This is an optimization exercise on Yosys and OpenROAD, whose aim is small area and a short achievable clock period, not a production implementation. In this exercise RTL edits were held to simulation tests only and were not proved equivalent to the original. Power and IR drop assume default switching activity.

===== flow/run.sh =====
#!/bin/bash
# synth_recipe.tcl (not shown) runs the flow's synth.tcl, then flattens the netlist and writes it again
# the make line also repeats each setting of config.mk as NAME=value (left out here)
make -C /OpenROAD-flow-scripts/flow DESIGN_CONFIG=/design/flow/config.mk WORK_HOME=/design/flow/orfs CLKGATE_MAP_FILE= SYNTH_SCRIPT=/design/flow/synth_recipe.tcl finish

===== flow/config.mk =====
export PLATFORM = sky130hd
export DESIGN_NAME = alu_top
export DESIGN_NICKNAME = alu_top
export VERILOG_FILES = /design/flow/design.v
export SDC_FILE = /design/flow/constraint.sdc
export NUM_CORES = 4
export LEC_CHECK = 0
export ABC_AREA = 1
export CAP_MARGIN = 20
export CORE_MARGIN = 2
export CORE_UTILIZATION = 40
export SETUP_SLACK_MARGIN = 4
export SLEW_MARGIN = 20

===== flow/constraint.sdc =====
create_clock -name core_clock -period 11.5 [get_ports {clk}]
set_input_delay 2.3000 -clock core_clock [delete_from_list [all_inputs] [get_ports {clk}]]
set_output_delay 2.3000 -clock core_clock [all_outputs]
set_load 0.01 [all_outputs]

===== flow/design.v =====
`default_nettype none
package alu_pkg;
  localparam int DATA_W = 16;
  localparam int OP_W   = 6;
  localparam logic [OP_W-1:0] OP_ADD = 6'd13;
  localparam logic [OP_W-1:0] OP_SUB = 6'd14;
  localparam logic [OP_W-1:0] OP_LSR = 6'd15;
  localparam logic [OP_W-1:0] OP_LSL = 6'd16;
  localparam logic [OP_W-1:0] OP_MUL = 6'd17;
  localparam logic [OP_W-1:0] OP_CMP = 6'd20;   
  localparam logic [OP_W-1:0] OP_INC = 6'd21;
  localparam logic [OP_W-1:0] OP_DEC = 6'd22;
  localparam logic [OP_W-1:0] OP_AND = 6'd23;
  localparam logic [OP_W-1:0] OP_OR  = 6'd24;
  localparam logic [OP_W-1:0] OP_XOR = 6'd25;
  localparam logic [OP_W-1:0] OP_NOT = 6'd26;
  localparam logic [OP_W-1:0] OP_RSR = 6'd27;   
  localparam logic [OP_W-1:0] OP_RSL = 6'd28;   
endpackage
`default_nettype wire
`default_nettype none
module operand_select (
  input  wire [5:0]  opcode,
  input  wire [15:0] acc,
  input  wire [15:0] x,
  input  wire [15:0] y,
  input  wire [15:0] imm,
  input  wire        ra,
  output wire [15:0] reg_word,
  output wire [15:0] m2,
  output wire [15:0] a,
  output wire [15:0] b
);
  wire imm_zero = ~|imm;
  wire unary = (opcode == 6'd21) | (opcode == 6'd22) | (opcode == 6'd26);
  assign reg_word = ra ? y : x;
  assign m2       = imm | ({16{imm_zero}} & acc);
  assign a        = (imm_zero & ~unary) ? acc : reg_word;
  assign b        = unary ? 16'd1 : (imm | ({16{imm_zero}} & reg_word));
endmodule
`default_nettype wire
`default_nettype none
module arith_unit (
  input  wire [5:0]  opcode,
  input  wire [15:0] a,
  input  wire [15:0] b,
  input  wire [15:0] reg_word,
  input  wire [15:0] m2,
  output wire [15:0] sum,
  output wire        add_carry,
  output wire        add_ovf,
  output wire [15:0] prod,
  output wire        prod_zero,
  output wire        sum_zero,
  output wire        mul_ovf
);
  wire        is_sub = (opcode == 6'd14) | (opcode == 6'd20) | (opcode == 6'd22);
  wire [15:0] bx     = is_sub ? ~b : b;
  wire [16:0] s17    = {1'b0, a} + {1'b0, bx} + {16'd0, is_sub};
  assign sum       = s17[15:0];
  assign add_carry = s17[16] ^ is_sub;   
  assign add_ovf   = (a[15] == bx[15]) & (s17[15] != a[15]);
  wire [15:0] az = (a ^ bx) ^ {(a[14:0] | bx[14:0]), is_sub};
  assign sum_zero = ~|az;
  wire [16:0] r0, r1;
  logic [16:0] p;
  mul_lo17 mul_lo17_inst (
    .a  (reg_word),
    .b  (m2),
    .r0 (r0),
    .r1 (r1)
  );
  logic [16:0] g0, p0;
  logic [16:0] gg [0:5];
  logic [16:0] pg [0:5];
  always_comb begin
    g0 = r0 & r1;
    p0 = r0 ^ r1;
    gg[0] = g0;
    pg[0] = p0;
    for (int l = 0; l < 5; l++) begin
      gg[l+1] = gg[l];
      pg[l+1] = pg[l];
      for (int i = 0; i < 17; i++) begin
        if (((i >> l) & 1) == 1) begin
          gg[l+1][i] = gg[l][i] | (pg[l][i] & gg[l][((i >> l) << l) - 1]);
          pg[l+1][i] = pg[l][i] & pg[l][((i >> l) << l) - 1];
        end
      end
    end
    p = p0 ^ {gg[5][15:0], 1'b0};
  end
  assign prod = p[15:0];
  wire [16:0] zc = p0 ^ {(r0[15:0] | r1[15:0]), 1'b0};
  assign prod_zero = ~|zc[15:0];
  wire   lo15_zero = ~|zc[14:0];
  logic [18:0] ta, tb;
  logic        ge15, ge16, ge18;   
  always_comb begin
    ta = '0;
    tb = '0;
    ta[0] = 1'b1;
    tb[0] = 1'b1;
    ta[1] = 1'b1;
    tb[1] = 1'b1;
    for (int j = 2; j <= 16; j++) begin
      ta[j] = ta[j-1] & (reg_word[16-j] == reg_word[15]);
      tb[j] = tb[j-1] & (m2[16-j] == m2[15]);
    end
    ge15 = 1'b0;
    ge16 = 1'b0;
    ge18 = 1'b0;
    for (int j = 1; j <= 16; j++) begin
      ge15 = ge15 | (ta[j] & ((j >= 14) ? 1'b1 : tb[15 - j]));
      ge16 = ge16 | (ta[j] & ((j >= 15) ? 1'b1 : tb[16 - j]));
      ge18 = ge18 | (ta[j] & ((j >= 17) ? 1'b1 : tb[18 - j]));
    end
  end
  wire neg_exact = p[16] & p[15] & lo15_zero & (reg_word[15] ^ m2[15]);
  assign mul_ovf = ~ge18 & (~ge15 | (ge16 ? (p[16] ^ p[15]) : ~neg_exact));
endmodule
module mul_lo17 (
  input  wire [15:0] a,
  input  wire [15:0] b,
  output wire [16:0] r0,
  output wire [16:0] r1
);
  wire one_0;
  wire two_0;
  wire neg_0;
  wire one_1;
  wire two_1;
  wire neg_1;
  wire one_2;
  wire two_2;
  wire neg_2;
  wire one_3;
  wire two_3;
  wire neg_3;
  wire one_4;
  wire two_4;
  wire neg_4;
  wire one_5;
  wire two_5;
  wire neg_5;
  wire one_6;
  wire two_6;
  wire neg_6;
  wire one_7;
  wire two_7;
  wire neg_7;
  wire pp_0_0;
  wire pp_0_1;
  wire pp_0_2;
  wire pp_0_3;
  wire pp_0_4;
  wire pp_0_5;
  wire pp_0_6;
  wire pp_0_7;
  wire pp_0_8;
  wire pp_0_9;
  wire pp_0_10;
  wire pp_0_11;
  wire pp_0_12;
  wire pp_0_13;
  wire pp_0_14;
  wire pp_0_15;
  wire pp_0_16;
  wire pp_1_0;
  wire pp_1_1;
  wire pp_1_2;
  wire pp_1_3;
  wire pp_1_4;
  wire pp_1_5;
  wire pp_1_6;
  wire pp_1_7;
  wire pp_1_8;
  wire pp_1_9;
  wire pp_1_10;
  wire pp_1_11;
  wire pp_1_12;
  wire pp_1_13;
  wire pp_1_14;
  wire pp_2_0;
  wire pp_2_1;
  wire pp_2_2;
  wire pp_2_3;
  wire pp_2_4;
  wire pp_2_5;
  wire pp_2_6;
  wire pp_2_7;
  wire pp_2_8;
  wire pp_2_9;
  wire pp_2_10;
  wire pp_2_11;
  wire pp_2_12;
  wire pp_3_0;
  wire pp_3_1;
  wire pp_3_2;
  wire pp_3_3;
  wire pp_3_4;
  wire pp_3_5;
  wire pp_3_6;
  wire pp_3_7;
  wire pp_3_8;
  wire pp_3_9;
  wire pp_3_10;
  wire pp_4_0;
  wire pp_4_1;
  wire pp_4_2;
  wire pp_4_3;
  wire pp_4_4;
  wire pp_4_5;
  wire pp_4_6;
  wire pp_4_7;
  wire pp_4_8;
  wire pp_5_0;
  wire pp_5_1;
  wire pp_5_2;
  wire pp_5_3;
  wire pp_5_4;
  wire pp_5_5;
  wire pp_5_6;
  wire pp_6_0;
  wire pp_6_1;
  wire pp_6_2;
  wire pp_6_3;
  wire pp_6_4;
  wire pp_7_0;
  wire pp_7_1;
  wire pp_7_2;
  wire hs_0;
  wire hc_0;
  wire hs_1;
  wire hc_1;
  wire fs_0;
  wire fc_0;
  wire hs_2;
  wire hc_2;
  wire fs_1;
  wire fc_1;
  wire hs_3;
  wire hc_3;
  wire fs_2;
  wire fc_2;
  wire fs_3;
  wire fc_3;
  wire hs_4;
  wire hc_4;
  wire fs_4;
  wire fc_4;
  wire fs_5;
  wire fc_5;
  wire hs_5;
  wire hc_5;
  wire fs_6;
  wire fc_6;
  wire fs_7;
  wire fc_7;
  wire hs_6;
  wire hc_6;
  wire hs_7;
  wire hc_7;
  wire hs_8;
  wire hc_8;
  wire fs_8;
  wire fc_8;
  wire hs_9;
  wire hc_9;
  wire fs_9;
  wire fc_9;
  wire hs_10;
  wire hc_10;
  wire fs_10;
  wire fc_10;
  wire fs_11;
  wire fc_11;
  wire fs_12;
  wire fc_12;
  wire fs_13;
  wire fc_13;
  wire fs_14;
  wire fc_14;
  wire fs_15;
  wire fc_15;
  wire fs_16;
  wire fc_16;
  wire fs_17;
  wire fc_17;
  wire fs_18;
  wire fc_18;
  wire fs_19;
  wire fc_19;
  wire fs_20;
  wire fc_20;
  wire fs_21;
  wire fc_21;
  wire fs_22;
  wire fc_22;
  wire fs_23;
  wire fc_23;
  wire hs_11;
  wire hc_11;
  wire hs_12;
  wire hc_12;
  wire fs_24;
  wire fc_24;
  wire fs_25;
  wire fc_25;
  wire fs_26;
  wire fc_26;
  wire fs_27;
  wire fc_27;
  wire fs_28;
  wire fc_28;
  wire fs_29;
  wire fc_29;
  wire fs_30;
  wire fc_30;
  wire fs_31;
  wire fc_31;
  wire fs_32;
  wire fc_32;
  wire fs_33;
  wire fc_33;
  wire fs_34;
  wire fc_34;
  wire hs_13;
  wire hc_13;
  wire hs_14;
  wire hc_14;
  wire fs_35;
  wire fc_35;
  wire fs_36;
  wire fc_36;
  wire fs_37;
  wire fc_37;
  wire fs_38;
  wire fc_38;
  wire fs_39;
  wire fc_39;
  wire fs_40;
  wire fc_40;
  wire fs_41;
  wire fc_41;
  wire fs_42;
  wire fc_42;
  wire fs_43;
  wire fc_43;
  wire fs_44;
  wire fc_44;
  wire fs_45;
  wire fc_45;
  wire fs_46;
  wire fc_46;
  wire fs_47;
  wire fc_47;
  assign one_0 = a[0] ^ 1'b0;
  assign two_0 = (a[1] & ~a[0] & ~1'b0) | (~a[1] & a[0] & 1'b0);
  assign neg_0 = a[1];
  assign one_1 = a[2] ^ a[1];
  assign two_1 = (a[3] & ~a[2] & ~a[1]) | (~a[3] & a[2] & a[1]);
  assign neg_1 = a[3];
  assign one_2 = a[4] ^ a[3];
  assign two_2 = (a[5] & ~a[4] & ~a[3]) | (~a[5] & a[4] & a[3]);
  assign neg_2 = a[5];
  assign one_3 = a[6] ^ a[5];
  assign two_3 = (a[7] & ~a[6] & ~a[5]) | (~a[7] & a[6] & a[5]);
  assign neg_3 = a[7];
  assign one_4 = a[8] ^ a[7];
  assign two_4 = (a[9] & ~a[8] & ~a[7]) | (~a[9] & a[8] & a[7]);
  assign neg_4 = a[9];
  assign one_5 = a[10] ^ a[9];
  assign two_5 = (a[11] & ~a[10] & ~a[9]) | (~a[11] & a[10] & a[9]);
  assign neg_5 = a[11];
  assign one_6 = a[12] ^ a[11];
  assign two_6 = (a[13] & ~a[12] & ~a[11]) | (~a[13] & a[12] & a[11]);
  assign neg_6 = a[13];
  assign one_7 = a[14] ^ a[13];
  assign two_7 = (a[15] & ~a[14] & ~a[13]) | (~a[15] & a[14] & a[13]);
  assign neg_7 = a[15];
  assign pp_0_0 = ((one_0 & b[0]) | (two_0 & 1'b0)) ^ neg_0;
  assign pp_0_1 = ((one_0 & b[1]) | (two_0 & b[0])) ^ neg_0;
  assign pp_0_2 = ((one_0 & b[2]) | (two_0 & b[1])) ^ neg_0;
  assign pp_0_3 = ((one_0 & b[3]) | (two_0 & b[2])) ^ neg_0;
  assign pp_0_4 = ((one_0 & b[4]) | (two_0 & b[3])) ^ neg_0;
  assign pp_0_5 = ((one_0 & b[5]) | (two_0 & b[4])) ^ neg_0;
  assign pp_0_6 = ((one_0 & b[6]) | (two_0 & b[5])) ^ neg_0;
  assign pp_0_7 = ((one_0 & b[7]) | (two_0 & b[6])) ^ neg_0;
  assign pp_0_8 = ((one_0 & b[8]) | (two_0 & b[7])) ^ neg_0;
  assign pp_0_9 = ((one_0 & b[9]) | (two_0 & b[8])) ^ neg_0;
  assign pp_0_10 = ((one_0 & b[10]) | (two_0 & b[9])) ^ neg_0;
  assign pp_0_11 = ((one_0 & b[11]) | (two_0 & b[10])) ^ neg_0;
  assign pp_0_12 = ((one_0 & b[12]) | (two_0 & b[11])) ^ neg_0;
  assign pp_0_13 = ((one_0 & b[13]) | (two_0 & b[12])) ^ neg_0;
  assign pp_0_14 = ((one_0 & b[14]) | (two_0 & b[13])) ^ neg_0;
  assign pp_0_15 = ((one_0 & b[15]) | (two_0 & b[14])) ^ neg_0;
  assign pp_0_16 = ((one_0 & b[15]) | (two_0 & b[15])) ^ neg_0;
  assign pp_1_0 = ((one_1 & b[0]) | (two_1 & 1'b0)) ^ neg_1;
  assign pp_1_1 = ((one_1 & b[1]) | (two_1 & b[0])) ^ neg_1;
  assign pp_1_2 = ((one_1 & b[2]) | (two_1 & b[1])) ^ neg_1;
  assign pp_1_3 = ((one_1 & b[3]) | (two_1 & b[2])) ^ neg_1;
  assign pp_1_4 = ((one_1 & b[4]) | (two_1 & b[3])) ^ neg_1;
  assign pp_1_5 = ((one_1 & b[5]) | (two_1 & b[4])) ^ neg_1;
  assign pp_1_6 = ((one_1 & b[6]) | (two_1 & b[5])) ^ neg_1;
  assign pp_1_7 = ((one_1 & b[7]) | (two_1 & b[6])) ^ neg_1;
  assign pp_1_8 = ((one_1 & b[8]) | (two_1 & b[7])) ^ neg_1;
  assign pp_1_9 = ((one_1 & b[9]) | (two_1 & b[8])) ^ neg_1;
  assign pp_1_10 = ((one_1 & b[10]) | (two_1 & b[9])) ^ neg_1;
  assign pp_1_11 = ((one_1 & b[11]) | (two_1 & b[10])) ^ neg_1;
  assign pp_1_12 = ((one_1 & b[12]) | (two_1 & b[11])) ^ neg_1;
  assign pp_1_13 = ((one_1 & b[13]) | (two_1 & b[12])) ^ neg_1;
  assign pp_1_14 = ((one_1 & b[14]) | (two_1 & b[13])) ^ neg_1;
  assign pp_2_0 = ((one_2 & b[0]) | (two_2 & 1'b0)) ^ neg_2;
  assign pp_2_1 = ((one_2 & b[1]) | (two_2 & b[0])) ^ neg_2;
  assign pp_2_2 = ((one_2 & b[2]) | (two_2 & b[1])) ^ neg_2;
  assign pp_2_3 = ((one_2 & b[3]) | (two_2 & b[2])) ^ neg_2;
  assign pp_2_4 = ((one_2 & b[4]) | (two_2 & b[3])) ^ neg_2;
  assign pp_2_5 = ((one_2 & b[5]) | (two_2 & b[4])) ^ neg_2;
  assign pp_2_6 = ((one_2 & b[6]) | (two_2 & b[5])) ^ neg_2;
  assign pp_2_7 = ((one_2 & b[7]) | (two_2 & b[6])) ^ neg_2;
  assign pp_2_8 = ((one_2 & b[8]) | (two_2 & b[7])) ^ neg_2;
  assign pp_2_9 = ((one_2 & b[9]) | (two_2 & b[8])) ^ neg_2;
  assign pp_2_10 = ((one_2 & b[10]) | (two_2 & b[9])) ^ neg_2;
  assign pp_2_11 = ((one_2 & b[11]) | (two_2 & b[10])) ^ neg_2;
  assign pp_2_12 = ((one_2 & b[12]) | (two_2 & b[11])) ^ neg_2;
  assign pp_3_0 = ((one_3 & b[0]) | (two_3 & 1'b0)) ^ neg_3;
  assign pp_3_1 = ((one_3 & b[1]) | (two_3 & b[0])) ^ neg_3;
  assign pp_3_2 = ((one_3 & b[2]) | (two_3 & b[1])) ^ neg_3;
  assign pp_3_3 = ((one_3 & b[3]) | (two_3 & b[2])) ^ neg_3;
  assign pp_3_4 = ((one_3 & b[4]) | (two_3 & b[3])) ^ neg_3;
  assign pp_3_5 = ((one_3 & b[5]) | (two_3 & b[4])) ^ neg_3;
  assign pp_3_6 = ((one_3 & b[6]) | (two_3 & b[5])) ^ neg_3;
  assign pp_3_7 = ((one_3 & b[7]) | (two_3 & b[6])) ^ neg_3;
  assign pp_3_8 = ((one_3 & b[8]) | (two_3 & b[7])) ^ neg_3;
  assign pp_3_9 = ((one_3 & b[9]) | (two_3 & b[8])) ^ neg_3;
  assign pp_3_10 = ((one_3 & b[10]) | (two_3 & b[9])) ^ neg_3;
  assign pp_4_0 = ((one_4 & b[0]) | (two_4 & 1'b0)) ^ neg_4;
  assign pp_4_1 = ((one_4 & b[1]) | (two_4 & b[0])) ^ neg_4;
  assign pp_4_2 = ((one_4 & b[2]) | (two_4 & b[1])) ^ neg_4;
  assign pp_4_3 = ((one_4 & b[3]) | (two_4 & b[2])) ^ neg_4;
  assign pp_4_4 = ((one_4 & b[4]) | (two_4 & b[3])) ^ neg_4;
  assign pp_4_5 = ((one_4 & b[5]) | (two_4 & b[4])) ^ neg_4;
  assign pp_4_6 = ((one_4 & b[6]) | (two_4 & b[5])) ^ neg_4;
  assign pp_4_7 = ((one_4 & b[7]) | (two_4 & b[6])) ^ neg_4;
  assign pp_4_8 = ((one_4 & b[8]) | (two_4 & b[7])) ^ neg_4;
  assign pp_5_0 = ((one_5 & b[0]) | (two_5 & 1'b0)) ^ neg_5;
  assign pp_5_1 = ((one_5 & b[1]) | (two_5 & b[0])) ^ neg_5;
  assign pp_5_2 = ((one_5 & b[2]) | (two_5 & b[1])) ^ neg_5;
  assign pp_5_3 = ((one_5 & b[3]) | (two_5 & b[2])) ^ neg_5;
  assign pp_5_4 = ((one_5 & b[4]) | (two_5 & b[3])) ^ neg_5;
  assign pp_5_5 = ((one_5 & b[5]) | (two_5 & b[4])) ^ neg_5;
  assign pp_5_6 = ((one_5 & b[6]) | (two_5 & b[5])) ^ neg_5;
  assign pp_6_0 = ((one_6 & b[0]) | (two_6 & 1'b0)) ^ neg_6;
  assign pp_6_1 = ((one_6 & b[1]) | (two_6 & b[0])) ^ neg_6;
  assign pp_6_2 = ((one_6 & b[2]) | (two_6 & b[1])) ^ neg_6;
  assign pp_6_3 = ((one_6 & b[3]) | (two_6 & b[2])) ^ neg_6;
  assign pp_6_4 = ((one_6 & b[4]) | (two_6 & b[3])) ^ neg_6;
  assign pp_7_0 = ((one_7 & b[0]) | (two_7 & 1'b0)) ^ neg_7;
  assign pp_7_1 = ((one_7 & b[1]) | (two_7 & b[0])) ^ neg_7;
  assign pp_7_2 = ((one_7 & b[2]) | (two_7 & b[1])) ^ neg_7;
  assign hs_0 = pp_0_10 ^ pp_1_8;
  assign hc_0 = pp_0_10 & pp_1_8;
  assign hs_1 = pp_0_11 ^ pp_1_9;
  assign hc_1 = pp_0_11 & pp_1_9;
  assign fs_0 = pp_0_12 ^ pp_1_10 ^ pp_2_8;
  assign fc_0 = (pp_0_12 & pp_1_10) | (pp_0_12 & pp_2_8) | (pp_1_10 & pp_2_8);
  assign hs_2 = pp_3_6 ^ pp_4_4;
  assign hc_2 = pp_3_6 & pp_4_4;
  assign fs_1 = pp_0_13 ^ pp_1_11 ^ pp_2_9;
  assign fc_1 = (pp_0_13 & pp_1_11) | (pp_0_13 & pp_2_9) | (pp_1_11 & pp_2_9);
  assign hs_3 = pp_3_7 ^ pp_4_5;
  assign hc_3 = pp_3_7 & pp_4_5;
  assign fs_2 = pp_0_14 ^ pp_1_12 ^ pp_2_10;
  assign fc_2 = (pp_0_14 & pp_1_12) | (pp_0_14 & pp_2_10) | (pp_1_12 & pp_2_10);
  assign fs_3 = pp_3_8 ^ pp_4_6 ^ pp_5_4;
  assign fc_3 = (pp_3_8 & pp_4_6) | (pp_3_8 & pp_5_4) | (pp_4_6 & pp_5_4);
  assign hs_4 = pp_6_2 ^ pp_7_0;
  assign hc_4 = pp_6_2 & pp_7_0;
  assign fs_4 = pp_0_15 ^ pp_1_13 ^ pp_2_11;
  assign fc_4 = (pp_0_15 & pp_1_13) | (pp_0_15 & pp_2_11) | (pp_1_13 & pp_2_11);
  assign fs_5 = pp_3_9 ^ pp_4_7 ^ pp_5_5;
  assign fc_5 = (pp_3_9 & pp_4_7) | (pp_3_9 & pp_5_5) | (pp_4_7 & pp_5_5);
  assign hs_5 = pp_6_3 ^ pp_7_1;
  assign hc_5 = pp_6_3 & pp_7_1;
  assign fs_6 = pp_0_16 ^ pp_1_14 ^ pp_2_12;
  assign fc_6 = (pp_0_16 & pp_1_14) | (pp_0_16 & pp_2_12) | (pp_1_14 & pp_2_12);
  assign fs_7 = pp_3_10 ^ pp_4_8 ^ pp_5_6;
  assign fc_7 = (pp_3_10 & pp_4_8) | (pp_3_10 & pp_5_6) | (pp_4_8 & pp_5_6);
  assign hs_6 = pp_6_4 ^ pp_7_2;
  assign hc_6 = pp_6_4 & pp_7_2;
  assign hs_7 = pp_0_6 ^ pp_1_4;
  assign hc_7 = pp_0_6 & pp_1_4;
  assign hs_8 = pp_0_7 ^ pp_1_5;
  assign hc_8 = pp_0_7 & pp_1_5;
  assign fs_8 = pp_0_8 ^ pp_1_6 ^ pp_2_4;
  assign fc_8 = (pp_0_8 & pp_1_6) | (pp_0_8 & pp_2_4) | (pp_1_6 & pp_2_4);
  assign hs_9 = pp_3_2 ^ pp_4_0;
  assign hc_9 = pp_3_2 & pp_4_0;
  assign fs_9 = pp_0_9 ^ pp_1_7 ^ pp_2_5;
  assign fc_9 = (pp_0_9 & pp_1_7) | (pp_0_9 & pp_2_5) | (pp_1_7 & pp_2_5);
  assign hs_10 = pp_3_3 ^ pp_4_1;
  assign hc_10 = pp_3_3 & pp_4_1;
  assign fs_10 = pp_2_6 ^ pp_3_4 ^ pp_4_2;
  assign fc_10 = (pp_2_6 & pp_3_4) | (pp_2_6 & pp_4_2) | (pp_3_4 & pp_4_2);
  assign fs_11 = pp_5_0 ^ neg_5 ^ hs_0;
  assign fc_11 = (pp_5_0 & neg_5) | (pp_5_0 & hs_0) | (neg_5 & hs_0);
  assign fs_12 = pp_2_7 ^ pp_3_5 ^ pp_4_3;
  assign fc_12 = (pp_2_7 & pp_3_5) | (pp_2_7 & pp_4_3) | (pp_3_5 & pp_4_3);
  assign fs_13 = pp_5_1 ^ hc_0 ^ hs_1;
  assign fc_13 = (pp_5_1 & hc_0) | (pp_5_1 & hs_1) | (hc_0 & hs_1);
  assign fs_14 = pp_5_2 ^ pp_6_0 ^ neg_6;
  assign fc_14 = (pp_5_2 & pp_6_0) | (pp_5_2 & neg_6) | (pp_6_0 & neg_6);
  assign fs_15 = hc_1 ^ fs_0 ^ hs_2;
  assign fc_15 = (hc_1 & fs_0) | (hc_1 & hs_2) | (fs_0 & hs_2);
  assign fs_16 = pp_5_3 ^ pp_6_1 ^ fc_0;
  assign fc_16 = (pp_5_3 & pp_6_1) | (pp_5_3 & fc_0) | (pp_6_1 & fc_0);
  assign fs_17 = hc_2 ^ fs_1 ^ hs_3;
  assign fc_17 = (hc_2 & fs_1) | (hc_2 & hs_3) | (fs_1 & hs_3);
  assign fs_18 = neg_7 ^ fc_1 ^ hc_3;
  assign fc_18 = (neg_7 & fc_1) | (neg_7 & hc_3) | (fc_1 & hc_3);
  assign fs_19 = fs_2 ^ fs_3 ^ hs_4;
  assign fc_19 = (fs_2 & fs_3) | (fs_2 & hs_4) | (fs_3 & hs_4);
  assign fs_20 = fc_2 ^ fc_3 ^ hc_4;
  assign fc_20 = (fc_2 & fc_3) | (fc_2 & hc_4) | (fc_3 & hc_4);
  assign fs_21 = fs_4 ^ fs_5 ^ hs_5;
  assign fc_21 = (fs_4 & fs_5) | (fs_4 & hs_5) | (fs_5 & hs_5);
  assign fs_22 = fc_4 ^ fc_5 ^ hc_5;
  assign fc_22 = (fc_4 & fc_5) | (fc_4 & hc_5) | (fc_5 & hc_5);
  assign fs_23 = fs_6 ^ fs_7 ^ hs_6;
  assign fc_23 = (fs_6 & fs_7) | (fs_6 & hs_6) | (fs_7 & hs_6);
  assign hs_11 = pp_0_4 ^ pp_1_2;
  assign hc_11 = pp_0_4 & pp_1_2;
  assign hs_12 = pp_0_5 ^ pp_1_3;
  assign hc_12 = pp_0_5 & pp_1_3;
  assign fs_24 = pp_2_2 ^ pp_3_0 ^ neg_3;
  assign fc_24 = (pp_2_2 & pp_3_0) | (pp_2_2 & neg_3) | (pp_3_0 & neg_3);
  assign fs_25 = pp_2_3 ^ pp_3_1 ^ hc_7;
  assign fc_25 = (pp_2_3 & pp_3_1) | (pp_2_3 & hc_7) | (pp_3_1 & hc_7);
  assign fs_26 = neg_4 ^ hc_8 ^ fs_8;
  assign fc_26 = (neg_4 & hc_8) | (neg_4 & fs_8) | (hc_8 & fs_8);
  assign fs_27 = fc_8 ^ hc_9 ^ fs_9;
  assign fc_27 = (fc_8 & hc_9) | (fc_8 & fs_9) | (hc_9 & fs_9);
  assign fs_28 = fc_9 ^ hc_10 ^ fs_10;
  assign fc_28 = (fc_9 & hc_10) | (fc_9 & fs_10) | (hc_10 & fs_10);
  assign fs_29 = fc_10 ^ fs_12 ^ fc_11;
  assign fc_29 = (fc_10 & fs_12) | (fc_10 & fc_11) | (fs_12 & fc_11);
  assign fs_30 = fc_12 ^ fs_14 ^ fc_13;
  assign fc_30 = (fc_12 & fs_14) | (fc_12 & fc_13) | (fs_14 & fc_13);
  assign fs_31 = fc_14 ^ fc_15 ^ fs_16;
  assign fc_31 = (fc_14 & fc_15) | (fc_14 & fs_16) | (fc_15 & fs_16);
  assign fs_32 = fc_16 ^ fc_17 ^ fs_18;
  assign fc_32 = (fc_16 & fc_17) | (fc_16 & fs_18) | (fc_17 & fs_18);
  assign fs_33 = fc_18 ^ fc_19 ^ fs_20;
  assign fc_33 = (fc_18 & fc_19) | (fc_18 & fs_20) | (fc_19 & fs_20);
  assign fs_34 = fc_20 ^ fc_21 ^ fs_22;
  assign fc_34 = (fc_20 & fc_21) | (fc_20 & fs_22) | (fc_21 & fs_22);
  assign hs_13 = pp_0_2 ^ pp_1_0;
  assign hc_13 = pp_0_2 & pp_1_0;
  assign hs_14 = pp_0_3 ^ pp_1_1;
  assign hc_14 = pp_0_3 & pp_1_1;
  assign fs_35 = pp_2_0 ^ neg_2 ^ hs_11;
  assign fc_35 = (pp_2_0 & neg_2) | (pp_2_0 & hs_11) | (neg_2 & hs_11);
  assign fs_36 = pp_2_1 ^ hc_11 ^ hs_12;
  assign fc_36 = (pp_2_1 & hc_11) | (pp_2_1 & hs_12) | (hc_11 & hs_12);
  assign fs_37 = hc_12 ^ fs_24 ^ hs_7;
  assign fc_37 = (hc_12 & fs_24) | (hc_12 & hs_7) | (fs_24 & hs_7);
  assign fs_38 = fc_24 ^ hs_8 ^ fs_25;
  assign fc_38 = (fc_24 & hs_8) | (fc_24 & fs_25) | (hs_8 & fs_25);
  assign fs_39 = hs_9 ^ fc_25 ^ fs_26;
  assign fc_39 = (hs_9 & fc_25) | (hs_9 & fs_26) | (fc_25 & fs_26);
  assign fs_40 = hs_10 ^ fc_26 ^ fs_27;
  assign fc_40 = (hs_10 & fc_26) | (hs_10 & fs_27) | (fc_26 & fs_27);
  assign fs_41 = fc_27 ^ fs_28 ^ fs_11;
  assign fc_41 = (fc_27 & fs_28) | (fc_27 & fs_11) | (fs_28 & fs_11);
  assign fs_42 = fc_28 ^ fs_13 ^ fs_29;
  assign fc_42 = (fc_28 & fs_13) | (fc_28 & fs_29) | (fs_13 & fs_29);
  assign fs_43 = fs_15 ^ fc_29 ^ fs_30;
  assign fc_43 = (fs_15 & fc_29) | (fs_15 & fs_30) | (fc_29 & fs_30);
  assign fs_44 = fs_17 ^ fc_30 ^ fs_31;
  assign fc_44 = (fs_17 & fc_30) | (fs_17 & fs_31) | (fc_30 & fs_31);
  assign fs_45 = fs_19 ^ fc_31 ^ fs_32;
  assign fc_45 = (fs_19 & fc_31) | (fs_19 & fs_32) | (fc_31 & fs_32);
  assign fs_46 = fs_21 ^ fc_32 ^ fs_33;
  assign fc_46 = (fs_21 & fc_32) | (fs_21 & fs_33) | (fc_32 & fs_33);
  assign fs_47 = fs_23 ^ fc_33 ^ fs_34;
  assign fc_47 = (fs_23 & fc_33) | (fs_23 & fs_34) | (fc_33 & fs_34);
  assign r0[0] = pp_0_0;
  assign r1[0] = neg_0;
  assign r0[1] = pp_0_1;
  assign r1[1] = 1'b0;
  assign r0[2] = neg_1;
  assign r1[2] = hs_13;
  assign r0[3] = hc_13;
  assign r1[3] = hs_14;
  assign r0[4] = hc_14;
  assign r1[4] = fs_35;
  assign r0[5] = fc_35;
  assign r1[5] = fs_36;
  assign r0[6] = fc_36;
  assign r1[6] = fs_37;
  assign r0[7] = fc_37;
  assign r1[7] = fs_38;
  assign r0[8] = fc_38;
  assign r1[8] = fs_39;
  assign r0[9] = fc_39;
  assign r1[9] = fs_40;
  assign r0[10] = fc_40;
  assign r1[10] = fs_41;
  assign r0[11] = fc_41;
  assign r1[11] = fs_42;
  assign r0[12] = fc_42;
  assign r1[12] = fs_43;
  assign r0[13] = fc_43;
  assign r1[13] = fs_44;
  assign r0[14] = fc_44;
  assign r1[14] = fs_45;
  assign r0[15] = fc_45;
  assign r1[15] = fs_46;
  assign r0[16] = fc_46;
  assign r1[16] = fs_47;
endmodule
`default_nettype wire
`default_nettype none
module bitwise_unit (
  input  wire [5:0]  opcode,
  input  wire [15:0] a,
  input  wire [15:0] b,
  output wire [15:0] logic_val,
  output wire [15:0] shift_val
);
  wire op_and = (opcode == 6'd23);
  wire op_or  = (opcode == 6'd24);
  wire op_xor = (opcode == 6'd25);
  assign logic_val = op_and ? (a & b) :
                     op_or  ? (a | b) :
                     op_xor ? (a ^ b) : ~a;
  wire right = (opcode == 6'd15) | (opcode == 6'd27);   
  wire lsh   = (opcode == 6'd15) | (opcode == 6'd16);   
  wire big   = |b[15:4];
  wire [15:0] src = right ? {a[14:0], a[15]} : a;
  wire [3:0]  k   = right ? ~b[3:0] : b[3:0];
  wire [15:0] th = 16'hffff << b[3:0];
  logic [15:0] rot;
  logic [15:0] keep;
  always_comb begin
    rot = src;
    for (int s = 0; s < 4; s++) begin
      if (k[s]) rot = (rot << (1 << s)) | (rot >> (16 - (1 << s)));
    end
    for (int i = 0; i < 16; i++) begin
      keep[i] = right ? th[15 - i] : th[i];
    end
  end
  assign shift_val = lsh ? (rot & keep & {16{~big}}) : rot;
endmodule
`default_nettype wire
`default_nettype none
module result_register (
  input  wire        clk,
  input  wire        rst,
  input  wire        en,
  input  wire [5:0]  opcode,
  input  wire [15:0] sum,
  input  wire        add_carry,
  input  wire        add_ovf,
  input  wire [15:0] prod,
  input  wire        prod_zero,
  input  wire        sum_zero,
  input  wire        mul_ovf,
  input  wire [15:0] logic_val,
  input  wire [15:0] shift_val,
  output logic [15:0] res,
  output logic [3:0]  flags,
  output logic        done
);
  logic sel_add, sel_mul, sel_logic, sel_shift;
  always_comb begin
    sel_add   = 1'b0;
    sel_mul   = 1'b0;
    sel_logic = 1'b0;
    sel_shift = 1'b0;
    case (opcode)
      6'd13, 6'd14, 6'd20, 6'd21, 6'd22: sel_add   = 1'b1;
      6'd17:                             sel_mul   = 1'b1;
      6'd23, 6'd24, 6'd25, 6'd26:        sel_logic = 1'b1;
      6'd15, 6'd16, 6'd27, 6'd28:        sel_shift = 1'b1;
      default: ;
    endcase
  end
  wire [15:0] value = ({16{sel_add}}   & sum)       |
                      ({16{sel_mul}}   & prod)      |
                      ({16{sel_logic}} & logic_val) |
                      ({16{sel_shift}} & shift_val);
  wire [15:0] other = ({16{sel_logic}} & logic_val) | ({16{sel_shift}} & shift_val);
  wire zero = sel_add ? sum_zero : sel_mul ? prod_zero : ~|other;
  wire hit     = sel_add | sel_mul | sel_logic | sel_shift;
  wire flag_we = en & hit;                    
  wire res_we  = flag_we & (opcode != 6'd20);   
  wire [3:0] next_flags = {zero, value[15], sel_add & add_carry,
                           (sel_add & add_ovf) | (sel_mul & mul_ovf)};
  always_ff @(posedge clk) begin
    if (!rst) begin
      res   <= '0;
      flags <= '0;
      done  <= 1'b0;
    end else begin
      done <= en;
      if (flag_we) flags <= next_flags;
      if (res_we)  res   <= value;
    end
  end
endmodule
`default_nettype wire
`default_nettype none
module alu_top (
  input  wire        clk,
  input  wire        rst,
  input  wire        en,
  input  wire [70:0] req,
  output wire [15:0] res,
  output wire [3:0]  flags,
  output wire        done
);
  wire [5:0]  opcode = req[70:65];
  wire [15:0] acc    = req[64:49];
  wire [15:0] x      = req[48:33];
  wire [15:0] y      = req[32:17];
  wire [15:0] imm    = req[16:1];
  wire        ra     = req[0];
  wire [15:0] reg_word, m2, a, b;
  wire [15:0] sum, prod, logic_val, shift_val;
  wire        add_carry, add_ovf, mul_ovf, prod_zero, sum_zero;
  operand_select operand_select_inst (
    .opcode   (opcode),
    .acc      (acc),
    .x        (x),
    .y        (y),
    .imm      (imm),
    .ra       (ra),
    .reg_word (reg_word),
    .m2       (m2),
    .a        (a),
    .b        (b)
  );
  arith_unit arith_unit_inst (
    .opcode    (opcode),
    .a         (a),
    .b         (b),
    .reg_word  (reg_word),
    .m2        (m2),
    .sum       (sum),
    .add_carry (add_carry),
    .add_ovf   (add_ovf),
    .prod      (prod),
    .prod_zero (prod_zero),
    .sum_zero  (sum_zero),
    .mul_ovf   (mul_ovf)
  );
  bitwise_unit bitwise_unit_inst (
    .opcode    (opcode),
    .a         (a),
    .b         (b),
    .logic_val (logic_val),
    .shift_val (shift_val)
  );
  result_register result_register_inst (
    .clk       (clk),
    .rst       (rst),
    .en        (en),
    .opcode    (opcode),
    .sum       (sum),
    .add_carry (add_carry),
    .add_ovf   (add_ovf),
    .prod      (prod),
    .prod_zero (prod_zero),
    .sum_zero  (sum_zero),
    .mul_ovf   (mul_ovf),
    .logic_val (logic_val),
    .shift_val (shift_val),
    .res       (res),
    .flags     (flags),
    .done      (done)
  );
endmodule
`default_nettype wire

==> results of run 1 <==
critical path, delay by kind of cell:
kind                     cells  cell delay (ns)
adder cells (fa/ha/maj)      6             2.39
XOR/XNOR                     2             0.32
buffers and inverters        9             0.86
AO/OA/AOI/OAI                7             1.02
AND/OR/NAND/NOR              8             0.80
flip-flops by register name, summed over array words and instances (netlist names):
name,flops
result_register_inst.done,1
result_register_inst.flags,4
result_register_inst.res,16
cells in the mapped netlist, types with 3 or more instances:
master    count  area (sq um)
inv_1       283          1062
nand2_1     281          1055
nand3_1     208          1041
o21ai_0     125         625.6
nor2_1      117         439.2
xor2_1      115          1007
ha_1        114          1426
o22ai_1      69         431.7
a21oi_1      60         300.3
fa_1         42         840.8
xnor2_1      38         332.8
clkbuf_1     36         135.1
o211ai_1     33         247.7
o21ai_1      27         135.1
dfxtp_1      21         420.4
buf_2        19         95.09
nor3_1       14         70.07
inv_2        10         37.54
buf_6         9         101.4
nand4_1       9         56.30
or2_2         9         56.30
buf_4         8         60.06
nand2_2       8         50.05
o21ai_2       8         70.07
o21a_1        7         52.55
o31ai_1       7         52.55
nor2_2        6         37.54
a31oi_1       5         31.28
a211oi_1      4         30.03
nor4_1        4         25.02
o221ai_1      4         35.03
buf_1         3         11.26
clkinv_1      3         11.26
o21ai_4       3         48.80
or2_1         3         18.77
area by class of cell:
class | count | area [sq um] | share of cell area [%]
Inverter | 296 | 1164 | 8.626
Sequential cell | 21 | 420.4 | 3.117
Tap cell | 335 | 419.2 | 3.107
Clock buffer | 3 | 75.07 | 0.5565
Multi-Input combinational cell | 1349 | 9490 | 70.36
Clock inverter | 1 | 5.005 | 0.03710
Timing Repair Buffer | 216 | 1916 | 14.20
kinds of logic (layout without fill, tap and decap cells):
logic type | Yosys count | after routing | share of synthesized area (%)
compound gates | 369 | 369 | 20.69
xor+xnor | 153 | 153 | 12.55
fa+ha+maj | 156 | 156 | 21.23
buf+inv | 371 | 516 | 14.18
flops | 21 | 21 | 3.937
mux | 1 | 1 | 0.09374
simple gates | 667 | 670 | 27.32
worst min-delay path by stage:
| stage | start | endpoint | slack [ns] | depth (start not counted) |
|---|---|---|---|---|
| 3_3_place_gp | result_register_inst.flags[1] | result_register_inst.flags[1] | 0.48 | 2 |
| 2_1_floorplan | result_register_inst.flags[1] | result_register_inst.flags[1] | 0.49 | 2 |
| 3_5_place_dp | result_register_inst.res[9] | result_register_inst.res[9] | 0.49 | 2 |
| 4_1_cts | result_register_inst.flags[1] | result_register_inst.flags[1] | 0.50 | 2 |
| 6_report | result_register_inst.res[9] | result_register_inst.res[9] | 0.50 | 2 |
| 5_1_grt | result_register_inst.res[9] | result_register_inst.res[9] | 0.52 | 2 |
routing by layer:
layer  vias to the layer above  share of wire, %
li1                       6010                 -
met1                      5922                45
met2                       679                43
met3                       105               8.8
met4                         0               3.7
met5                         -                 0
power breakdown:
part	leakage (nW)	switching, mW	internal (mW)
Clock	0.0409	0.0278	0.0467
Combinational	6.41	1.50	1.25
Sequential	0.171	0.00267	0.0776
Total	6.62	1.53	1.37
timing repair:
action                                  in CTS  in global routing
cloned                                       5                  0
gates resized for setup                    198                 65
setup buffers                               75                 32
endpoints found under the setup margin      11                  8
hold buffers                                 0                  0
pin swaps                                   58                 60
==> key figures, run 1 <==
Outcome
  – Status: complete, no violations

Placed design
  – Cell Area, Placed: 11,810 sq um
  – IO buf count: 94
  – Dpl ws: 2.029 ns
  – Placed Cells: 2,105
  – Placer congestion estimate: 0.9559
  – Post-DP HPWL: 32,430 um

Timing
  – TNS Setup: 0 ns
  – Max-slew violation count: 0
  – Highest clock rate: 132.5 MHz
  – Hold slack: 0.5034 ns
  – Hold Vio Cnt, Final: 0
  – Worst-margin pin slew: 0.7699 ns
  – RSZ-0062 raised after global routing: true
  – Clk_skew: 0 ns
  – Endpoints failing setup: 0
  – Period minus WS final: 7.545 ns
  – Final Cycle Share: 65.61%
  – Final WS setup: 3.955 ns
  – Max-slew headroom: 48.33%

Detailed routing
  – DR vias: 12,716
  – Vias per cell: 5.725
  – Residual DRC: 0
  – Initial DRT Pass Iterations: 22
  – DR iter-0 viols: 1,591
  – Routed len/inst: 18.78 um
  – Drt total wl: 41,710 um
  – Post-DRT Antenna Nets: 0

Floorplanning
  – Starting Density: 40.86%
  – Die ar.: 28,020 sq um
  – Die W: 167.4 um
  – Core box area: 26,130 sq um
  – I/O pins: 95
  – Die Y: 167.4 um
  – Standard-cell row count: 59

Worst setup path
  – CP Max Fanout: 7
  – Largest stage delay on the critical path: 0.63 ns
  – CP arrival: 7.73 ns
  – CP Capture Type: register
  – Startpoint Class: input pin
  – Crit-path most repeated cell: nand2_2
  – Reg-to-reg endpoint: result_register_inst.flags[0]
  – CP Data Required Time: 11.69 ns
  – Critical R2R Launch: result_register_inst.flags[0]
  – Critical Path Start: req[0]
  – R2R cell count: 2
  – Slowest CP cell: fa_2
  – Reg2Reg Setup Slack: 10.76 ns
  – Worst setup path endpoint: result_register_inst.flags[0]
  – Crit Path Class: in -> reg

Synthesis
  – FF+latch count, synth: 21
  – Sequential area share after synthesis: 3.937%
  – FFs w/ async S/R, synth: 0%
  – Post-synth EDFFs: 0
  – Netlist cell types: 54
  – Post-Syn Instances: 1,738
  – Most used DFF post-synth: dfxtp_1
  – Synth Cell Area: 10,680 sq um
  – Mapped Avg Cell Area: 6.144 sq um
  – Syn Nets: 1,968
  – Ys Warns: 5

Global route
  – Number of global-route vias before repair: 11,601
  – Largest net degree at the start of global routing: 30
  – Initial antenna violation count: 0
  – GRT Overall Usage: 28.70%
  – Met2 usage: 44.67%
  – GRT Residual Overflow: 0
  – Met3 GRT Util: 2.789%
  – Met1 Resource Use GR: 42.09%
  – GR peak layer: met2
  – Global-route wire length before repair: 64,400 um

Layout
  – Nets@finish: 2,117
  – Synthesis-to-finish area growth: 26.32%
  – Diodes inserted: 0
  – Fill count: 2,640
  – Final Util: 51.62%
  – Most frequent cells in the layout: nand2_1 (268), inv_1 (260), nand3_1 (206)
  – Non-filler cells, final: 2,221
  – Final non-filler cell area: 13,490 sq um
  – Most common cell after layout, fill and taps aside: nand2_1
  – Ratio of cells with drive above 1 in the final layout: 16.49%

Clock network
  – Clock latency at the later pin of the worst-skew pair: 0.25 ns
  – Clock root buffer: clkbuf_16
  – TritonCTS clock tree: done
  – CTS clk-pin slew, worst paths: 0.06 ns
  – Total CTS buffers: 3
  – Clock buffer depth: 2
  – Clk sinks: 21
  – H-tree depth: 1

Power
  – Max VDD drop: 0.2028 mV
  – Total power: 2.900 mW
  – Leak Pwr: 6.618 nW
  – Pwr Density: 215.0 nW/um^2

Worst hold path
  – Hold WC Path Type: reg -> reg

Flow run
  – MaxCap Viol Count: 0
==> inputs of run 2 (changes only) <==
--- a/flow/config.mk
+++ b/flow/config.mk
@@ -10,4 +10,4 @@
 export CORE_MARGIN = 2
 export CORE_UTILIZATION = 40
-export SETUP_SLACK_MARGIN = 4
+export SETUP_SLACK_MARGIN = 5
 export SLEW_MARGIN = 20
==> key figures, run 2 <==
Placed design
  – IO buf count: 94
  – Post-DP HPWL: 32,480 um
  – Dpl ws: 2.372 ns
  – Placer congestion estimate: 0.9940

Timing
  – Hold Vio Cnt, Final: 0
  – Worst-margin pin slew: 0.7652 ns
  – Clk_skew: 0 ns
  – RSZ-0062 raised after global routing: true
  – Final WS setup: 3.997 ns
  – Period minus WS final: 7.503 ns
  – TNS Setup: 0 ns
  – Max-slew violation count: 0
  – Endpoints failing setup: 0
  – Max-slew headroom: 48.79%
  – Highest clock rate: 133.3 MHz
  – Final Cycle Share: 65.25%

Synthesis
  – Netlist cell types: 54
  – Ys Warns: 5
  – Sequential area share after synthesis: 3.937%
  – Area contributors post-synth: ha_1 (13%), inv_1 (9.9%), nand2_1 (9.9%)
  – Dominant cell type by area after synthesis: ha_1
  – Post-Syn Instances: 1,738
  – Mapped Avg Cell Area: 6.144 sq um
  – Most frequent cells after synthesis: inv_1 (283), nand2_1 (281), nand3_1 (208)
  – Post-synth EDFFs: 0
  – Yosys top cell area share: 13.36%
  – FFs w/ async S/R, synth: 0%
  – Most used DFF post-synth: dfxtp_1
  – FF+latch count, synth: 21
  – Syn Nets: 1,968
  – Synth Cell Area: 10,680 sq um
  – Dominant cell by count in the synthesized netlist: inv_1

Worst setup path
  – CP arrival: 7.69 ns
  – Startpoint Class: input pin
  – CP Max Fanout: 7
  – CP Data Required Time: 11.69 ns
  – Slowest CP cell: fa_2
  – CP Capture Type: register
  – R2R cell count: 2
  – Largest stage delay on the critical path: 0.63 ns
  – Crit Path Class: in -> reg

Layout
  – Final Util: 55.16%
  – Biggest regs: result_register_inst.res x16, result_register_inst.flags x4, result_register_inst.done x1
  – Synthesis-to-finish area growth: 34.99%
  – Most frequent cells in the layout: nand2_1 (259), inv_1 (258), nand3_1 (206)
  – Largest register by flop count: result_register_inst.res
  – Max reg flops: 16
  – Ratio of cells with drive above 1 in the final layout: 21.90%
  – Diodes inserted: 0
  – Fill count: 2,591
  – Most common cell after layout, fill and taps aside: nand2_1
  – Nets@finish: 2,158

Power
  – Leak Pwr: 6.913 nW
  – Pwr Density: 259.3 nW/um^2
  – Max VDD drop: 0.2804 mV

Clock network
  – Hold_buf cts: 0
  – Clock latency at the later pin of the worst-skew pair: 0.25 ns
  – Clock buffer depth: 2
  – CTS clk-pin slew, worst paths: 0.06 ns
  – Clk sinks: 21
  – Total CTS buffers: 3
  – H-tree depth: 1
  – Clock root buffer: clkbuf_16
  – TritonCTS clock tree: done

Detailed routing
  – DR iter-0 viols: 1,560
  – Post-DRT Antenna Nets: 0
  – Routed len/inst: 19.11 um
  – Residual DRC: 0
  – DR vias: 12,921
  – Initial DRT Pass Iterations: 18
  – Vias per cell: 5.712
  – Drt total wl: 43,230 um

Global route
  – Largest net degree at the start of global routing: 30
  – GRT Overall Usage: 29.21%
  – GRT Residual Overflow: 0
  – Number of global-route vias before repair: 11,917
  – Global-route wire length before repair: 65,160 um
  – Initial antenna violation count: 0

Outcome
  – Status: complete, no violations

Floorplanning
  – Core box area: 26,130 sq um
  – Die ar.: 28,020 sq um
  – Die Y: 167.4 um
  – Die W: 167.4 um
  – Starting Density: 40.86%
  – Standard-cell row count: 59
  – I/O pins: 95

Flow run
  – MaxCap Viol Count: 0

Worst hold path
  – Hold WC Path Type: reg -> reg
  – Hold depth: 2
## run 2: cell counts after synthesis
Identical to the previous run, type by type.
## run 2: area by class of cell
class	instances	area (sq um)	area share (%)
clock inverters	1	5.005	0.03472
multi-input cells	1350	9940	68.95
flip-flops and latches	21	420.4	2.916
well taps	335	419.2	2.908
clock buffers	3	75.07	0.5208
inverters	296	1170	8.116
repair buffers	256	2386	16.55
## run 2: logic make-up after synthesis
| kind of cell | Yosys count | share of synthesized area [%] |
|---|---|---|
| xor gates and xnor gates | 153 | 12.55 |
| DFF | 21 | 3.937 |
| buffers and inverters | 371 | 14.18 |
| AOI/OAI and AO/OA | 369 | 20.69 |
| adders and majority gates | 156 | 21.23 |
| muxes | 1 | 0.09374 |
| and+or+nand+nor | 667 | 27.32 |
## run 2: through the flow
stage	total power, mW	std cells	hold WS, ns	cell area, sq um
4_1_cts	3.393	2234	0.4904	13890
5_1_grt	4.063	2262	0.5186	14420
3_5_place_dp	2.377	2105	0.4845	11950
2_1_floorplan	1.783	1738	0.4948	10960
3_3_place_gp	2.319	2105	0.4686	11950
6_report	3.738	2262	0.4817	14420
## run 2: what timing repair did
item	CTS	global route
gates cloned	5	1
pin swaps	111	60
setup endpoints to repair	16	13
resized for setup	283	67
setup buffers	120	27
hold endpoints to repair	0	0
## run 2: worst max-delay path: cells and delay by family
kind	cells	cell delay, ns
fa+ha+maj	5	1.93
compound gates	7	1.28
buf+inv	6	0.96
xor+xnor	2	0.40
simple gates	8	0.83
## run 2: routing by layer
layer,part of all wire (%),routed length (um),global-route usage (%)
met4,4.3,1868,9.565
met3,9.4,4074,4.183
met5,0,0,0
met2,43,18420,45.25
met1,44,18870,41.64
## run 2: worst paths after layout
check	endpoint	slack [ns]	startpoint
setup / recovery	result_register_inst.flags[0]	4.00	req[46]
hold / removal	result_register_inst.flags[1]	0.48	result_register_inst.flags[1]
setup reg to reg	result_register_inst.flags[0]	10.70	result_register_inst.flags[0]
hold reg to reg	result_register_inst.flags[1]	0.48	result_register_inst.flags[1]
## run 2: power breakdown
part	internal (mW)	switching, mW
Sequential	0.0777	0.00258
Clock	0.0467	0.0265
Combinational	1.77	1.81
Total	1.90	1.84
==> inputs of run 3 (changes only) <==
--- a/flow/design.v
+++ b/flow/design.v
@@ -30,39 +30,52 @@
   output wire [15:0] m2,
   output wire [15:0] a,
-  output wire [15:0] b
+  output wire [15:0] b,
+  output wire [15:0] bx,
+  output wire        cin
 );
   wire imm_zero = ~|imm;
-  wire unary = (opcode == 6'd21) | (opcode == 6'd22) | (opcode == 6'd26);
+  wire op_incdec = (opcode == 6'd21) | (opcode == 6'd22);
+  wire op_not    = (opcode == 6'd26);
+  wire unary     = op_incdec | op_not;
+  wire inv       = (opcode == 6'd14) | (opcode == 6'd20) | (opcode == 6'd22) | op_not;
   assign reg_word = ra ? y : x;
   assign m2       = imm | ({16{imm_zero}} & acc);
   assign a        = (imm_zero & ~unary) ? acc : reg_word;
-  assign b        = unary ? 16'd1 : (imm | ({16{imm_zero}} & reg_word));
+  wire [15:0] bsel = imm | ({16{imm_zero}} & reg_word);
+  assign b        = {bsel[15:1] & {15{~unary}}, op_incdec | (bsel[0] & ~unary)};
+  assign bx       = b ^ {16{inv}};
+  assign cin      = inv & ~op_not;   
 endmodule
 `default_nettype wire
 `default_nettype none
 module arith_unit (
-  input  wire [5:0]  opcode,
   input  wire [15:0] a,
-  input  wire [15:0] b,
+  input  wire [15:0] bx,
+  input  wire        cin,
   input  wire [15:0] reg_word,
   input  wire [15:0] m2,
+  output wire [15:0] pr,         
+  output wire [15:0] gn,         
   output wire [15:0] sum,
-  output wire        add_carry,
+  output wire        add_cout,
   output wire        add_ovf,
   output wire [15:0] prod,
   output wire        prod_zero,
-  output wire        sum_zero,
   output wire        mul_ovf
 );
-  wire        is_sub = (opcode == 6'd14) | (opcode == 6'd20) | (opcode == 6'd22);
-  wire [15:0] bx     = is_sub ? ~b : b;
-  wire [16:0] s17    = {1'b0, a} + {1'b0, bx} + {16'd0, is_sub};
-  assign sum       = s17[15:0];
-  assign add_carry = s17[16] ^ is_sub;   
-  assign add_ovf   = (a[15] == bx[15]) & (s17[15] != a[15]);
-  wire [15:0] az = (a ^ bx) ^ {(a[14:0] | bx[14:0]), is_sub};
-  assign sum_zero = ~|az;
+  wire [16:0] c;
+  assign pr = a ^ bx;
+  assign gn = a & bx;
+  prefix_carry #(.W(16)) add_carry_inst (
+    .g   (gn),
+    .p   (pr),
+    .cin (cin),
+    .c   (c)
+  );
+  assign sum      = pr ^ c[15:0];
+  assign add_cout = c[16];
+  assign add_ovf  = c[16] ^ c[15];
   wire [16:0] r0, r1;
-  logic [16:0] p;
+  wire  [16:0] p;
   mul_lo17 mul_lo17_inst (
     .a  (reg_word),
@@ -71,24 +84,14 @@
     .r1 (r1)
   );
-  logic [16:0] g0, p0;
-  logic [16:0] gg [0:5];
-  logic [16:0] pg [0:5];
-  always_comb begin
-    g0 = r0 & r1;
-    p0 = r0 ^ r1;
-    gg[0] = g0;
-    pg[0] = p0;
-    for (int l = 0; l < 5; l++) begin
-      gg[l+1] = gg[l];
-      pg[l+1] = pg[l];
-      for (int i = 0; i < 17; i++) begin
-        if (((i >> l) & 1) == 1) begin
-          gg[l+1][i] = gg[l][i] | (pg[l][i] & gg[l][((i >> l) << l) - 1]);
-          pg[l+1][i] = pg[l][i] & pg[l][((i >> l) << l) - 1];
-        end
-      end
-    end
-    p = p0 ^ {gg[5][15:0], 1'b0};
-  end
+  wire [16:0] g0 = r0 & r1;
+  wire [16:0] p0 = r0 ^ r1;
+  wire [17:0] pc;
+  prefix_carry #(.W(17)) mul_carry_inst (
+    .g   (g0),
+    .p   (p0),
+    .cin (1'b0),
+    .c   (pc)
+  );
+  assign p = p0 ^ pc[16:0];
   assign prod = p[15:0];
   wire [16:0] zc = p0 ^ {(r0[15:0] | r1[15:0]), 1'b0};
@@ -120,4 +123,30 @@
   assign mul_ovf = ~ge18 & (~ge15 | (ge16 ? (p[16] ^ p[15]) : ~neg_exact));
 endmodule
+module prefix_carry #(
+  parameter int W = 16
+) (
+  input  wire [W-1:0] g,
+  input  wire [W-1:0] p,
+  input  wire         cin,
+  output wire  [W:0]  c
+);
+  localparam int L = (W + 1 > 16) ? 5 : (W + 1 > 8) ? 4 : 3;   
+  wire [W:0] gg [0:L];
+  wire [W:0] pp [0:L];
+  assign gg[0] = {g, cin};
+  assign pp[0] = {p, 1'b0};
+  for (genvar l = 0; l < L; l++) begin : g_level
+    for (genvar i = 0; i <= W; i++) begin : g_bit
+      if (((i >> l) & 1) == 1) begin : g_op
+        assign gg[l+1][i] = gg[l][i] | (pp[l][i] & gg[l][((i >> l) << l) - 1]);
+        assign pp[l+1][i] = pp[l][i] & pp[l][((i >> l) << l) - 1];
+      end else begin : g_pass
+        assign gg[l+1][i] = gg[l][i];
+        assign pp[l+1][i] = pp[l][i];
+      end
+    end
+  end
+  assign c = gg[L];
+endmodule
 module mul_lo17 (
   input  wire [15:0] a,
@@ -627,13 +656,6 @@
   input  wire [15:0] a,
   input  wire [15:0] b,
-  output wire [15:0] logic_val,
   output wire [15:0] shift_val
 );
-  wire op_and = (opcode == 6'd23);
-  wire op_or  = (opcode == 6'd24);
-  wire op_xor = (opcode == 6'd25);
-  assign logic_val = op_and ? (a & b) :
-                     op_or  ? (a | b) :
-                     op_xor ? (a ^ b) : ~a;
   wire right = (opcode == 6'd15) | (opcode == 6'd27);   
   wire lsh   = (opcode == 6'd15) | (opcode == 6'd16);   
@@ -662,12 +684,12 @@
   input  wire        en,
   input  wire [5:0]  opcode,
+  input  wire [15:0] pr,
+  input  wire [15:0] gn,
   input  wire [15:0] sum,
-  input  wire        add_carry,
+  input  wire        add_cout,
   input  wire        add_ovf,
   input  wire [15:0] prod,
   input  wire        prod_zero,
-  input  wire        sum_zero,
   input  wire        mul_ovf,
-  input  wire [15:0] logic_val,
   input  wire [15:0] shift_val,
   output logic [15:0] res,
@@ -675,29 +697,35 @@
   output logic        done
 );
-  logic sel_add, sel_mul, sel_logic, sel_shift;
+  logic sel_add, sel_sub, sel_mul, sel_p, sel_g, sel_shift;
   always_comb begin
     sel_add   = 1'b0;
+    sel_sub   = 1'b0;
     sel_mul   = 1'b0;
-    sel_logic = 1'b0;
+    sel_p     = 1'b0;
+    sel_g     = 1'b0;
     sel_shift = 1'b0;
     case (opcode)
-      6'd13, 6'd14, 6'd20, 6'd21, 6'd22: sel_add   = 1'b1;
-      6'd17:                             sel_mul   = 1'b1;
-      6'd23, 6'd24, 6'd25, 6'd26:        sel_logic = 1'b1;
-      6'd15, 6'd16, 6'd27, 6'd28:        sel_shift = 1'b1;
+      6'd13, 6'd21:               sel_add   = 1'b1;
+      6'd14, 6'd20, 6'd22:        sel_sub   = 1'b1;
+      6'd17:                      sel_mul   = 1'b1;
+      6'd23:                      sel_g     = 1'b1;
+      6'd24:                      {sel_p, sel_g} = 2'b11;
+      6'd25, 6'd26:               sel_p     = 1'b1;
+      6'd15, 6'd16, 6'd27, 6'd28: sel_shift = 1'b1;
       default: ;
     endcase
   end
-  wire [15:0] value = ({16{sel_add}}   & sum)       |
-                      ({16{sel_mul}}   & prod)      |
-                      ({16{sel_logic}} & logic_val) |
-                      ({16{sel_shift}} & shift_val);
-  wire [15:0] other = ({16{sel_logic}} & logic_val) | ({16{sel_shift}} & shift_val);
-  wire zero = sel_add ? sum_zero : sel_mul ? prod_zero : ~|other;
-  wire hit     = sel_add | sel_mul | sel_logic | sel_shift;
-  wire flag_we = en & hit;                    
+  wire sel_arith = sel_add | sel_sub;
+  wire [15:0] v_rest = ({16{sel_arith}} & sum) |
+                       ({16{sel_p}}     & pr)  |
+                       ({16{sel_g}}     & gn)  |
+                       ({16{sel_shift}} & shift_val);
+  wire [15:0] value  = v_rest | ({16{sel_mul}} & prod);
+  wire        zero   = sel_mul ? prod_zero : ~|v_rest;
+  wire hit     = sel_arith | sel_mul | sel_p | sel_g | sel_shift;
+  wire flag_we = en & hit;                      
   wire res_we  = flag_we & (opcode != 6'd20);   
-  wire [3:0] next_flags = {zero, value[15], sel_add & add_carry,
-                           (sel_add & add_ovf) | (sel_mul & mul_ovf)};
+  wire [3:0] next_flags = {zero, value[15], sel_arith & (add_cout ^ sel_sub),
+                           (sel_arith & add_ovf) | (sel_mul & mul_ovf)};
   always_ff @(posedge clk) begin
     if (!rst) begin
@@ -729,7 +757,8 @@
   wire [15:0] imm    = req[16:1];
   wire        ra     = req[0];
-  wire [15:0] reg_word, m2, a, b;
-  wire [15:0] sum, prod, logic_val, shift_val;
-  wire        add_carry, add_ovf, mul_ovf, prod_zero, sum_zero;
+  wire [15:0] reg_word, m2, a, b, bx;
+  wire        cin;
+  wire [15:0] pr, gn, sum, prod, shift_val;
+  wire        add_cout, add_ovf, mul_ovf, prod_zero;
   operand_select operand_select_inst (
     .opcode   (opcode),
@@ -742,18 +771,21 @@
     .m2       (m2),
     .a        (a),
-    .b        (b)
+    .b        (b),
+    .bx       (bx),
+    .cin      (cin)
   );
   arith_unit arith_unit_inst (
-    .opcode    (opcode),
     .a         (a),
-    .b         (b),
+    .bx        (bx),
+    .cin       (cin),
     .reg_word  (reg_word),
     .m2        (m2),
+    .pr        (pr),
+    .gn        (gn),
     .sum       (sum),
-    .add_carry (add_carry),
+    .add_cout  (add_cout),
     .add_ovf   (add_ovf),
     .prod      (prod),
     .prod_zero (prod_zero),
-    .sum_zero  (sum_zero),
     .mul_ovf   (mul_ovf)
   );
@@ -762,5 +794,4 @@
     .a         (a),
     .b         (b),
-    .logic_val (logic_val),
     .shift_val (shift_val)
   );
@@ -770,12 +801,12 @@
     .en        (en),
     .opcode    (opcode),
+    .pr        (pr),
+    .gn        (gn),
     .sum       (sum),
-    .add_carry (add_carry),
+    .add_cout  (add_cout),
     .add_ovf   (add_ovf),
     .prod      (prod),
     .prod_zero (prod_zero),
-    .sum_zero  (sum_zero),
     .mul_ovf   (mul_ovf),
-    .logic_val (logic_val),
     .shift_val (shift_val),
     .res       (res),
==> flow/flow/run.sh (new file) <==
#!/bin/bash
# The standard layout, with synthesis left to ABC alone: no full-adder
# extraction, so ABC sees (and times) the adder and multiplier logic whole.
set -euo pipefail
bash standard.sh ADDER_MAP_FILE= finish > standard.log 2>&1
==> flow/standard.sh (new file) <==
#!/bin/bash
# synth_recipe.tcl (not shown) runs the flow's synth.tcl, then flattens the netlist and writes it again
# the make line also repeats each setting of config.mk as NAME=value (left out here)
make -C /OpenROAD-flow-scripts/flow DESIGN_CONFIG=/design/flow/config.mk WORK_HOME=/design/flow/orfs CLKGATE_MAP_FILE= SYNTH_SCRIPT=/design/flow/synth_recipe.tcl "${@:-finish}"
--- a/flow/config.mk
+++ b/flow/config.mk
@@ -10,4 +10,3 @@
 export CORE_MARGIN = 2
 export CORE_UTILIZATION = 40
-export SETUP_SLACK_MARGIN = 5
 export SLEW_MARGIN = 20
removed: flow/run.sh
==> key figures, run 3 <==
Placed design
  – Post-DP HPWL: 33,320 um
  – Placer congestion estimate: 0.9821
  – IO buf count: 94
  – Dpl ws: 4.069 ns
  – Cell Area, Placed: 11,480 sq um
  – Placed Cells: 2,559

Synthesis
  – Post-synth EDFFs: 0
  – Dominant cell by count in the synthesized netlist: nand2_1
  – Most used DFF post-synth: dfxtp_1
  – FF+latch count, synth: 21
  – Dominant cell type by area after synthesis: nand2_1
  – Yosys top cell area share: 33.31%
  – Synth Cell Area: 10,420 sq um
  – Most frequent cells after synthesis: nand2_1 (925), inv_1 (295), nand3_1 (247)
  – Post-Syn Instances: 2,188
  – Area contributors post-synth: nand2_1 (33%), nand3_1 (12%), inv_1 (11%)
  – Mapped Avg Cell Area: 4.764 sq um
  – Netlist cell types: 55
  – Ys Warns: 5
  – FFs w/ async S/R, synth: 0%
  – Sequential area share after synthesis: 4.033%
  – Syn Nets: 2,262

Timing
  – Max-slew violation count: 0
  – Final WS setup: 4.216 ns
  – TNS Setup: 0 ns
  – Hold Vio Cnt, Final: 0
  – Final Cycle Share: 63.34%
  – Highest clock rate: 137.3 MHz
  – Worst-margin pin slew: 1.125 ns
  – Clk_skew: 0 ns
  – Period minus WS final: 7.284 ns
  – Endpoints failing setup: 0
  – Hold slack: 0.4762 ns
  – RSZ-0062 raised after global routing: false
  – Max-slew headroom: 24.39%

Floorplanning
  – I/O pins: 95
  – Core box area: 25,840 sq um
  – Die W: 165.4 um
  – Standard-cell row count: 59
  – Starting Density: 40.34%
  – Die ar.: 27,370 sq um
  – Die Y: 165.4 um

Clock network
  – H-tree depth: 1
  – Total CTS buffers: 3
  – Clk sinks: 21
  – Post-CTS setup buffer count: 0
  – Hold_buf cts: 0
  – Clock latency at the later pin of the worst-skew pair: 0.25 ns
  – TritonCTS clock tree: done
  – Clock buffer depth: 2
  – Resized cells post-CTS: 0
  – CTS clk-pin slew, worst paths: 0.06 ns
  – Clock root buffer: clkbuf_16

Layout
  – Final non-filler cell area: 11,560 sq um
  – Nets@finish: 2,303
  – Non-filler cells, final: 2,563
  – Largest register by flop count: result_register_inst.res
  – Biggest regs: result_register_inst.res x16, result_register_inst.flags x4, result_register_inst.done x1
  – Fill count: 2,943
  – Max reg flops: 16
  – Ratio of cells with drive above 1 in the final layout: 3.950%
  – Diodes inserted: 0
  – Most common cell after layout, fill and taps aside: nand2_1
  – Reg area: 420.4 sq um
  – Multi-input logic area: 8437 sq um
  – Most frequent cells in the layout: nand2_1 (925), inv_1 (295), nand3_1 (247)
  – Synthesis-to-finish area growth: 10.86%

Worst setup path
  – CP Capture Type: register
  – Largest stage delay on the critical path: 0.82 ns
  – Startpoint Class: input pin
  – CP arrival: 7.49 ns
  – CP Max Fanout: 32
  – Crit-path most repeated cell: nand2_1
  – Reg2Reg Setup Slack: 10.71 ns
  – Crit Path Class: in -> reg
  – Slowest CP cell: nor2_2
  – CP Data Required Time: 11.70 ns

Global route
  – Number of global-route vias before repair: 12,557
  – GRT Residual Overflow: 0
  – Global-route wire length before repair: 64,320 um
  – Initial antenna violation count: 0
  – GRT Overall Usage: 29.88%
  – Largest net degree at the start of global routing: 36

Worst hold path
  – Hold WC Path Type: reg -> reg

Detailed routing
  – Vias per cell: 5.378
  – Routed len/inst: 16.08 um
  – Residual DRC: 0
  – Initial DRT Pass Iterations: 5
  – Post-DRT Antenna Nets: 0
  – Drt total wl: 41,220 um
  – DR iter-0 viols: 1,226
  – DR vias: 13,784

Power
  – Sw Share: 62.53%
  – Pwr Density: 122.3 nW/um^2
  – Reg power frac: 5.7%
  – Int Power: 529.6 uW
  – Leak Pwr: 6.513 nW
  – Clock share of power: 5.2%
  – P_sw: 883.9 uW
  – Comb power frac: 89.1%
  – Max VDD drop: 0.09606 mV

Flow run
  – MaxCap Viol Count: 0

Outcome
  – Status: complete, no violations
==> run 3: changes by cell type after synthesis, moves of 10 or more <==
cell and change:
o22ai_1 -49, nand2_1 +644, xnor2_1 -10, nand2_2 +19, xor2_1 -61, ha_1 -114
fa_1 -42, a21oi_1 -30, nor2_1 +22, o221ai_1 +15, inv_1 +12, nand3_1 +39
o211ai_1 -30, nand4_1 +26
==> run 3: cell type report <==
cell class	count	area share [%]
Inverter	313	10.19
Multi-Input combinational cell	1785	73.01
Sequential cell	21	3.638
Clock buffer	4	0.6821
Tap cell	335	3.627
Timing Repair Buffer	105	8.857
==> run 3: stage by stage <==
stage,power [mW],utilization (%)
floorplan,1.023,-
global route,1.576,44.73
detailed placement,1.323,44.42
finish,1.414,44.73
global placement,1.300,44.42
CTS,1.398,44.73
==> run 3: power groups by stage <==
stage	Combinational (mW)	Sequential [mW]	Clock, mW
after floorplan	0.939	0.0838	0
after global placement	1.22	0.0822	0
after detailed placement	1.24	0.0823	0
after CTS	1.24	0.0808	0.0736
after global routing	1.42	0.0812	0.0787
final	1.26	0.0807	0.0738
==> run 3: worst paths after layout <==
| check | startpoint | endpoint | cells past startpoint |
|---|---|---|---|
| min reg2reg | result_register_inst.flags[1] | result_register_inst.flags[1] | 2 |
| max | req[16] | result_register_inst.flags[3] | 28 |
| min | result_register_inst.flags[1] | result_register_inst.flags[1] | 2 |
| max reg2reg | result_register_inst.res[14] | result_register_inst.res[14] | 3 |
==> run 3: worst max-delay path, delay by kind of cell <==
family,cells,cell delay (ns)
simple gates,18,3.01
buf+inv,5,1.08
compound gates,5,1.08
==> run 3: kinds of logic (layout without fill, tap and decap cells) <==
kind of cell,Yosys count,after routing,share of synthesized area (%)
simple gates,1418,1418,57.04
buf+inv,382,422,15.16
compound gates,280,280,16.34
xor+xnor,83,83,7.046
flops,21,21,4.033
mux,4,4,0.3841
==> run 3: metal layers <==
metal / GRT usage (%) / part of all wire, %
met1: 36.67 / 42
met2: 49.85 / 44
met3: 4.446 / 7.9
met4: 16.97 / 6.4
met5: 0 / 0

Check on run 3: ideal ports give 4.216 ns setup slack; a clkbuf_16 on the clock port and buf_2 on the inputs give 4.222 ns; moving port delays by the midpoint clock arrival (0.282 ns) as well gives 3.940 ns.
